Background: an optimization exercise with open tools, aiming at small area and a short achievable clock period. Do not read the settings as production practice. Only simulation tests tie the RTL to the original design; equivalence was not proved.

## run A
==> flow/design.v (excerpt) <==
module life_row_engine #(
    parameter int WIDTH  = 64,
    parameter int HEIGHT = 32,
    parameter int WRAP   = 0
) (
    input  logic                                 clk,
    input  logic                                 rst_n,
    input  logic                                 start,
    input  logic [8:0]                           birth_mask,
    input  logic [8:0]                           survive_mask,
    input  logic                                 in_valid,
    output logic                                 in_ready,
    input  logic [WIDTH-1:0]                     in_row,
    output logic                                 out_valid,
    input  logic                                 out_ready,
    output logic [WIDTH-1:0]                     out_row,
    output logic                                 out_last,
    output logic                                 busy,
    output logic                                 gen_done,
    output logic [$clog2(WIDTH*HEIGHT+1)-1:0]    alive_count,
    output logic                                 stable
);
Settings: LEC_CHECK=0, CAP_MARGIN=20, CORE_MARGIN=2, CORE_UTILIZATION=40, SLEW_MARGIN=20, SYNTH_HIERARCHICAL=1; clock period 11.5 ns.
standard.sh (not shown) runs the stock make flow with config.mk's settings and CLKGATE_MAP_FILE= SYNTH_SCRIPT=/design/flow/synth_recipe.tcl, a recipe that flattens the netlist after the stock synthesis.
==> flow/flow/run.sh <==
#!/bin/bash
# The standard synthesis and layout, with these changes to the layout steps:
# - the synthesized combinational cells start as the smallest cell of their kind
#   (flow/downsize.tcl), so that timing repair only grows the ones that need it;
# - the port buffers are the cell named in flow/port_buffer.txt;
# - timing repair aims for the setup slack in flow/setup_margin.txt;
# - clock tree synthesis takes the arguments in flow/cts_args.txt, if present.
set -uo pipefail
cd "$(dirname "$0")/.."
bash standard.sh synth > synth.log 2>&1 || exit 1
export PRE_FLOORPLAN_TCL="$(pwd)/flow/downsize.tcl"
export BUFFER_PORTS_ARGS="-buffer_cell $(cat flow/port_buffer.txt)"
export SETUP_SLACK_MARGIN=$(cat flow/setup_margin.txt)
if [[ -f flow/cts_args.txt ]]; then
  export CTS_ARGS="$(cat flow/cts_args.txt)"
fi
bash standard.sh > layout.log 2>&1
==> flow/flow/cts_args.txt <==
-sink_clustering_enable -repair_clock_nets -buf_list sky130_fd_sc_hd__clkbuf_8 -dont_use_dummy_load -sink_clustering_size 12 -sink_clustering_max_diameter 100
==> flow/flow/downsize.tcl <==
# Swap every combinational cell for the smallest-area cell of its kind (same function,
# another drive strength), so that timing repair only grows the cells whose paths
# need it.
set n_down 0
foreach inst [get_cells *] {
  set ref [get_property $inst ref_name]
  if {![regexp {^(sky130_fd_sc_hd__([a-z0-9]+))_([0-9]+)$} $ref -> base kind drive]} { continue }
  if {[regexp {^(e?df|sdf|dl|tap|fill|decap|conb|clk|dly|probe|lpflow)} $kind]} { continue }
  set best_area [get_property [get_lib_cells $ref] area]
  set best ""
  foreach lc [get_lib_cells -quiet ${base}_*] {
    set name [get_property $lc name]
    if {![regexp "^${base}_\[0-9\]+\$" $name]} { continue }
    set a [get_property $lc area]
    if {$a < $best_area - 1e-6} {
      set best_area $a
      set best $lc
    }
  }
  if {$best ne ""} {
    replace_cell $inst $best
    incr n_down
  }
}
puts "downsize.tcl: swapped $n_down cells for smaller ones"
==> flow/flow/port_buffer.txt <==
sky130_fd_sc_hd__buf_1
==> flow/flow/setup_margin.txt <==
6.5
diff inputs: run A => run B
- CAP_MARGIN now 5, was 20
- SLEW_MARGIN now 5, was 20
Notes after the runs:
Reported for run B and run A, clock-cell share of area turned out identical to the last digit. From run A to run B, multi-input logic cell count did not move at all. From run A to run B, utilization did not move at all. Run B against run A: hold buffer count at cts flat; sequential share of layout area held steady; non-clock buffer count shows no meaningful change; relative area change from synthesis to final layout saw little to no change.
Setup changes, run B to run C
- swapping 40 for 65 in CORE_UTILIZATION
- swapping 5 for 20 in CAP_MARGIN
- swapping 5 for 20 in SLEW_MARGIN
Results
In the flow results for run B and run C, the full die area is larger on run B. Looking at run B and run C, the signal arrival time at the worst endpoint is a wash. As far as maximum achievable frequency is concerned, run B and run C perform about the same. Run B → run C: final worst-path cycle share saw little to no change; total routed wirelength saw a decrease; largest net degree at the start of global routing saw little to no change. Compare run B and run C | final cell count lower: run C. Number of rows created at floorplan ended up 19 lower on run C than on run B. Diff run B -> run C: cell area after layout moved down, utilization after layout moved up.
> inputs changed (run C -> run D)
- CORE_UTILIZATION: 65 -> 55
As far as setup slack after layout is concerned, run C and run D perform about the same. In run D the die area turned out 18% higher than in run C. Compared with run C, in run D average wire per cell in the routed design grew by 2.5%, initial standard-cell utilization of the core shows a reduction of 10 points, iteration count of the initial detailed-routing pass fell by 2. NOTE: routability-driven placement congestion ratio in run D falls short of that of run C. Compared to run C, run D has pin slew with the least headroom to its limit 0.010 ns higher. What run D reported for total routed wirelength has to be multiplied by 0.940 to get the figure for run C.

## what the ideal ports hide
In the flow no input, the clock included, has a driving cell. The finished layouts below were timed again as built, in two steps.
Step 1, drivers: a clkbuf_16 drives clk and a buf_2 each remaining input, both assumed.
Step 2 times the ports against the registers' clock, not the clock port: input delays grow and output delays shrink by t, the midpoint of the rising clock arrivals with the driver on.
Slacks: ideal / step 1 / step 2; pairs: ideal / step 1.
run | t (ns) | slack for setup (ns) | hold slack, ns | worst register clock-pin slew, ns | worst data-port slew with drivers (ns)
run A | 0.680 | 6.525 / 6.491 / 6.028 | 0.473 / 0.473 / 0.473 | 0.10 / 0.10 | 0.05
run B | 0.680 | 6.525 / 6.491 / 6.028 | 0.473 / 0.473 / 0.473 | 0.10 / 0.10 | 0.05
run C | 0.644 | 6.533 / 6.500 / 6.100 | 0.416 / 0.416 / 0.416 | 0.10 / 0.10 | 0.05
run D | 0.671 | 6.535 / 6.502 / 6.109 | 0.444 / 0.444 / 0.444 | 0.11 / 0.11 | 0.05
After both steps setup and hold are still met in every run listed.
